Source: an optimization exercise on an open RTL-to-GDS flow (aim: small area). Production flows keep margins and buffers that such runs may drop.
Function was checked by simulation only, so behaviour that the tests miss may differ from the original.
No activity file was given, so power comes from the tool's default toggle rates.

==> inputs of run E <==
## reg_file_param
module reg_file_param #(
  parameter int unsigned XLEN  = 32,
  parameter int unsigned NREG  = 32,
  parameter int unsigned NREAD = 2,
  localparam int unsigned AW   = (NREG > 1) ? $clog2(NREG) : 1
) (
  input  logic                  clk,
  input  logic                  reset,
  input  logic                  wEn,
  input  logic [AW-1:0]         rd,
  input  logic [XLEN-1:0]       data,
  input  logic [NREAD*AW-1:0]   rs,
  output logic [NREAD*XLEN-1:0] out,
  input  logic                  issueEn,
  input  logic [AW-1:0]         issueRd,
  output logic [NREAD-1:0]      busy
);
  localparam logic [AW:0] NREG_W = NREG[AW:0];
  logic [XLEN-1:0] regs [NREG];
  logic [NREG-1:0] busy_q;
  logic            wr_ok;
  logic            iss_ok;
  assign wr_ok  = wEn     && (rd != '0)      && ({1'b0, rd} < NREG_W);
  assign iss_ok = issueEn && (issueRd != '0) && ({1'b0, issueRd} < NREG_W);
  always_ff @(posedge clk) begin
    if (reset) begin
      for (int unsigned i = 0; i < NREG; i++) begin
        regs[i] <= '0;
      end
      busy_q <= '0;
    end else begin
      if (wr_ok) begin
        regs[rd]   <= data;
        busy_q[rd] <= 1'b0;
      end
      if (iss_ok) begin
        busy_q[issueRd] <= 1'b1;
      end
    end
  end
  always_comb begin
    logic [AW-1:0] idx;
    out  = '0;
    busy = '0;
    idx  = '0;
    for (int unsigned i = 0; i < NREAD; i++) begin
      idx = rs[i*AW +: AW];
      if ((idx != '0) && ({1'b0, idx} < NREG_W)) begin
        out[i*XLEN +: XLEN] = regs[idx];
        busy[i]             = busy_q[idx];
      end
    end
  end
endmodule
==> module reg_file_param, before the edit <==
module reg_file_param #(
  parameter int unsigned XLEN  = 32,
  parameter int unsigned NREG  = 32,
  parameter int unsigned NREAD = 2,
  localparam int unsigned AW   = (NREG > 1) ? $clog2(NREG) : 1
) (
  input  logic                  clk,
  input  logic                  reset,
  input  logic                  wEn,
  input  logic [AW-1:0]         rd,
  input  logic [XLEN-1:0]       data,
  input  logic [NREAD*AW-1:0]   rs,
  output logic [NREAD*XLEN-1:0] out,
  input  logic                  issueEn,
  input  logic [AW-1:0]         issueRd,
  output logic [NREAD-1:0]      busy
);
  localparam logic [AW:0] NREG_W = NREG[AW:0];
  logic [XLEN-1:0] regs [NREG];
  logic [NREG-1:0] busy_q;
  logic            wr_ok;
  logic            iss_ok;
  assign wr_ok  = wEn     && (rd != '0)      && ({1'b0, rd} < NREG_W);
  assign iss_ok = issueEn && (issueRd != '0) && ({1'b0, issueRd} < NREG_W);
  always_ff @(posedge clk) begin
    if (reset) begin
      for (int unsigned i = 0; i < NREG; i++) begin
        regs[i] <= '0;
      end
      busy_q <= '0;
    end else begin
      if (wr_ok) begin
        regs[rd]   <= data;
        busy_q[rd] <= 1'b0;
      end
      if (iss_ok) begin
        busy_q[issueRd] <= 1'b1;
      end
    end
  end
  always_comb begin
    logic [AW-1:0] idx;
    out  = '0;
    busy = '0;
    idx  = '0;
    for (int unsigned i = 0; i < NREAD; i++) begin
      idx = rs[i*AW +: AW];
      if ((idx != '0) && ({1'b0, idx} < NREG_W)) begin
        out[i*XLEN +: XLEN] = regs[idx];
        busy[i]             = busy_q[idx];
      end
    end
  end
endmodule
export LEC_CHECK = 0
export CAP_MARGIN = 20
export CORE_MARGIN = 2
export CORE_UTILIZATION = 50
export SETUP_SLACK_MARGIN = 0.2
export SLEW_MARGIN = 20
create_clock -name core_clock -period 5.0 [get_ports {clk}]
run.sh (not shown) runs the stock make flow with config.mk's settings and CLKGATE_MAP_FILE= SYNTH_SCRIPT=/design/flow/synth_recipe.tcl, a recipe that flattens the netlist after the stock synthesis.
==> inputs of run G, as changes to run E <==
==> flow/design.v (replaced) <==
module rf_aoi222 (
  input  logic a1, a2, b1, b2, c1, c2,
  output logic y
);
  assign y = ~((a1 & a2) | (b1 & b2) | (c1 & c2));
endmodule
module rf_nand2 (
  input  logic a, b,
  output logic y
);
  assign y = ~(a & b);
endmodule
module rf_nand4 (
  input  logic a, b, c, d,
  output logic y
);
  assign y = ~(a & b & c & d);
endmodule
module rf_nand3 (
  input  logic a, b, c,
  output logic y
);
  assign y = ~(a & b & c);
endmodule
module rf_or3 (
  input  logic a, b, c,
  output logic y
);
  assign y = a | b | c;
endmodule
module rf_dec (
  input  logic [4:0]  idx,
  output logic [31:1] sel
);
  always_comb begin
    for (int unsigned i = 1; i < 32; i++) sel[i] = (idx == 5'(i));
  end
endmodule
module rf_rbit (
  input  logic [31:1] sel,
  input  logic [31:1] d,
  output logic        y
);
  logic [10:0] n;
  logic [2:0]  g;
  for (genvar k = 0; k < 10; k++) begin : g_aoi
    rf_aoi222 u (.a1(sel[3*k+1]), .a2(d[3*k+1]), .b1(sel[3*k+2]), .b2(d[3*k+2]),
                 .c1(sel[3*k+3]), .c2(d[3*k+3]), .y(n[k]));
  end
  rf_nand2 u_n31 (.a(sel[31]), .b(d[31]), .y(n[10]));
  rf_nand4 u_g0 (.a(n[0]), .b(n[1]), .c(n[2]), .d(n[3]), .y(g[0]));
  rf_nand4 u_g1 (.a(n[4]), .b(n[5]), .c(n[6]), .d(n[7]), .y(g[1]));
  rf_nand3 u_g2 (.a(n[8]), .b(n[9]), .c(n[10]), .y(g[2]));
  rf_or3   u_o  (.a(g[0]), .b(g[1]), .c(g[2]), .y(y));
endmodule
module reg_file_param #(
  parameter int unsigned XLEN  = 32,
  parameter int unsigned NREG  = 32,
  parameter int unsigned NREAD = 2,
  localparam int unsigned AW   = (NREG > 1) ? $clog2(NREG) : 1
) (
  input  logic                  clk,
  input  logic                  reset,
  input  logic                  wEn,
  input  logic [AW-1:0]         rd,
  input  logic [XLEN-1:0]       data,
  input  logic [NREAD*AW-1:0]   rs,
  output logic [NREAD*XLEN-1:0] out,
  input  logic                  issueEn,
  input  logic [AW-1:0]         issueRd,
  output logic [NREAD-1:0]      busy
);
  logic [XLEN-1:0] regs [1:31];
  logic [31:1]     busy_q;
  logic [XLEN-1:0] wdata;
  logic [31:1]     wsel;
  logic [31:1]     isel;
  assign wdata = data & {XLEN{~reset}};
  always_comb begin
    for (int unsigned i = 1; i < 32; i++) begin
      wsel[i] = reset | (wEn & (rd == AW'(i)));
      isel[i] = ~reset & issueEn & (issueRd == AW'(i));
    end
  end
  always_ff @(posedge clk) begin
    for (int unsigned i = 1; i < 32; i++) begin
      if (wsel[i]) regs[i] <= wdata;
    end
  end
  always_ff @(posedge clk) begin
    busy_q <= isel | (busy_q & ~wsel);
  end
  for (genvar p = 0; p < NREAD; p++) begin : g_port
    logic [31:1] sel_lo, sel_hi;
    rf_dec u_dec_lo (.idx(rs[p*AW +: AW]), .sel(sel_lo));
    rf_dec u_dec_hi (.idx(rs[p*AW +: AW]), .sel(sel_hi));
    for (genvar b = 0; b < XLEN; b++) begin : g_bit
      logic [31:1] col;
      for (genvar i = 1; i < 32; i++) begin : g_col
        assign col[i] = regs[i][b];
      end
      rf_rbit u_rb (.sel(b < XLEN/2 ? sel_lo : sel_hi), .d(col), .y(out[p*XLEN + b]));
    end
    rf_rbit u_rbusy (.sel(sel_hi), .d(busy_q), .y(busy[p]));
  end
endmodule
==> flow/flow/run.sh (new file) <==
#!/bin/bash
# The standard layout (the standard.sh: standard synthesis, then ORFS to finish), with one
# change: the port buffers that ORFS inserts on every input and output are buf_2 cells instead
# of the delay-cell buffers buffer_ports picks by default. The full make output goes to
# flow_make.log here; ORFS keeps each step's log under orfs/logs/.
set -euo pipefail
cd "$(dirname "$0")/.."
bash standard.sh "BUFFER_PORTS_ARGS=-buffer_cell sky130_fd_sc_hd__buf_2" finish > flow_make.log 2>&1
==> flow/standard.sh (new file) <==
#!/bin/bash
# synth_recipe.tcl (not shown) runs the flow's synth.tcl, then flattens the netlist and writes it again
# the make line also repeats each setting of config.mk as NAME=value (left out here)
make -C /OpenROAD-flow-scripts/flow DESIGN_CONFIG=/design/flow/config.mk WORK_HOME=/design/flow/orfs CLKGATE_MAP_FILE= SYNTH_SCRIPT=/design/flow/synth_recipe.tcl "${@:-finish}"
--- a/flow/config.mk
+++ b/flow/config.mk
@@ -9,4 +9,8 @@
 export CORE_MARGIN = 2
 export CORE_UTILIZATION = 50
-export SETUP_SLACK_MARGIN = 0.2
+export CTS_BUF_LIST = sky130_fd_sc_hd__clkbuf_8
+export CTS_CLUSTER_DIAMETER = 100
+export CTS_CLUSTER_SIZE = 16
+export SETUP_SLACK_MARGIN = 0
 export SLEW_MARGIN = 20
+export SYNTH_HIERARCHICAL = 1
removed: flow/run.sh
==> inputs of run R, as changes to run E <==
==> flow/design.v (replaced) <==
module rf_aoi222 (
  input  logic a1, a2, b1, b2, c1, c2,
  output logic y
);
  assign y = ~((a1 & a2) | (b1 & b2) | (c1 & c2));
endmodule
module rf_nand2 (
  input  logic a, b,
  output logic y
);
  assign y = ~(a & b);
endmodule
module rf_nand4 (
  input  logic a, b, c, d,
  output logic y
);
  assign y = ~(a & b & c & d);
endmodule
module rf_nand3 (
  input  logic a, b, c,
  output logic y
);
  assign y = ~(a & b & c);
endmodule
module rf_or3 (
  input  logic a, b, c,
  output logic y
);
  assign y = a | b | c;
endmodule
module rf_rbit (
  input  logic [31:1] sel,
  input  logic [31:1] d,
  output logic        y
);
  logic [10:0] n;
  logic [2:0]  g;
  for (genvar k = 0; k < 10; k++) begin : g_aoi
    rf_aoi222 u (.a1(sel[3*k+1]), .a2(d[3*k+1]), .b1(sel[3*k+2]), .b2(d[3*k+2]),
                 .c1(sel[3*k+3]), .c2(d[3*k+3]), .y(n[k]));
  end
  rf_nand2 u_n31 (.a(sel[31]), .b(d[31]), .y(n[10]));
  rf_nand4 u_g0 (.a(n[0]), .b(n[1]), .c(n[2]), .d(n[3]), .y(g[0]));
  rf_nand4 u_g1 (.a(n[4]), .b(n[5]), .c(n[6]), .d(n[7]), .y(g[1]));
  rf_nand3 u_g2 (.a(n[8]), .b(n[9]), .c(n[10]), .y(g[2]));
  rf_or3   u_o  (.a(g[0]), .b(g[1]), .c(g[2]), .y(y));
endmodule
module reg_file_param #(
  parameter int unsigned XLEN  = 32,
  parameter int unsigned NREG  = 32,
  parameter int unsigned NREAD = 2,
  localparam int unsigned AW   = (NREG > 1) ? $clog2(NREG) : 1
) (
  input  logic                  clk,
  input  logic                  reset,
  input  logic                  wEn,
  input  logic [AW-1:0]         rd,
  input  logic [XLEN-1:0]       data,
  input  logic [NREAD*AW-1:0]   rs,
  output logic [NREAD*XLEN-1:0] out,
  input  logic                  issueEn,
  input  logic [AW-1:0]         issueRd,
  output logic [NREAD-1:0]      busy
);
  logic [XLEN-1:0] regs [1:31];
  logic [31:1]     busy_q;
  logic [XLEN-1:0] wdata;
  logic [31:1]     wsel;
  logic [31:1]     isel;
  assign wdata = data & {XLEN{~reset}};
  always_comb begin
    for (int unsigned i = 1; i < 32; i++) begin
      wsel[i] = reset | (wEn & (rd == AW'(i)));
      isel[i] = ~reset & issueEn & (issueRd == AW'(i));
    end
  end
  always_ff @(posedge clk) begin
    for (int unsigned i = 1; i < 32; i++) begin
      if (wsel[i]) regs[i] <= wdata;
    end
  end
  always_ff @(posedge clk) begin
    busy_q <= isel | (busy_q & ~wsel);
  end
  for (genvar p = 0; p < NREAD; p++) begin : g_port
    logic [31:1] sel;
    always_comb begin
      for (int unsigned i = 1; i < 32; i++) sel[i] = (rs[p*AW +: AW] == AW'(i));
    end
    for (genvar b = 0; b < XLEN; b++) begin : g_bit
      logic [31:1] col;
      for (genvar i = 1; i < 32; i++) begin : g_col
        assign col[i] = regs[i][b];
      end
      rf_rbit u_rb (.sel(sel), .d(col), .y(out[p*XLEN + b]));
    end
    rf_rbit u_rbusy (.sel(sel), .d(busy_q), .y(busy[p]));
  end
endmodule
--- a/flow/config.mk
+++ b/flow/config.mk
@@ -11,2 +11,3 @@
 export SETUP_SLACK_MARGIN = 0.2
 export SLEW_MARGIN = 20
+export SYNTH_HIERARCHICAL = 1
==> comparison table <==
quantity	run E	run G	run R
Power after layout	21.6 mW	16.0 mW	20.2 mW
Source-to-sink clock delay at the later pin of the worst-skew pair	0.71 ns	0.72 ns	0.67 ns
Count of different cell masters after synthesis	51	34	35
Initial antenna violation count	11	7	4
Outcome	timing/DRC/antenna clean	timing/DRC/antenna clean	timing/DRC/antenna clean
Wl on met1	73100 um	49000 um	56100 um
Combinational Power Share	0.141	0.092	0.092
Proportion of synthesized area in mux cells	0.219	0	0
Hold Startpoint	busy_q[10]	busy_q[22]	busy_q[9]
Largest net degree at the start of global routing	85	34	49
Crit path buf inv count	4	3	6
CP Data Arrival Time	3.85 ns	3.66 ns	3.81 ns
Synthesized-area fraction occupied by xor and xnor cells	0.000461	0	0
Endpoint with the worst hold slack	busy_q[10]	busy_q[22]	busy_q[9]
Buffers, non-clock	472	277	469
Leak pwr	22.7 nW	14.9 nW	17.1 nW
Cell internal power dissipation	16.0 mW	12.0 mW	15.3 mW
Total Wirelength	199000 um	148000 um	165000 um
Core area	0.113 mm2	0.0807 mm2	0.0802 mm2

separate check: timing with driven ports:
Ports are ideal in the flow. The routed layouts listed here were re-timed in OpenROAD.
Step 1, drivers: a clkbuf_16 drives clk and a buf_2 each remaining input, both assumed.
Step 2 times the ports against the registers' clock, not the clock port: input delays grow and output delays shrink by t, the midpoint of the rising clock arrivals with the driver on.
a / b / c = no drivers / after step 1 / after step 2; a / b = the first two.
run | t, ns | slack for setup (ns) | worst hold slack (ns) | clock arrival spread, ns | worst slew at a driven data input, ns
run E | 0.794 | 0.151 / 0.126 / 0.126 | 0.506 / 0.506 / 0.506 | 0.023 / 0.023 | 0.16
run G | 0.780 | 0.337 / 0.205 / 0.205 | 0.471 / 0.471 / 0.471 | 0.039 / 0.039 | 0.14
run R | 0.735 | 0.188 / 0.164 / 0.164 | 0.472 / 0.472 / 0.472 | 0.026 / 0.026 | 0.05
After both steps every run listed still meets setup and hold. The setup slack of run G, which loses most, moves by -0.132 ns with the drivers and by -0.132 ns with both steps.
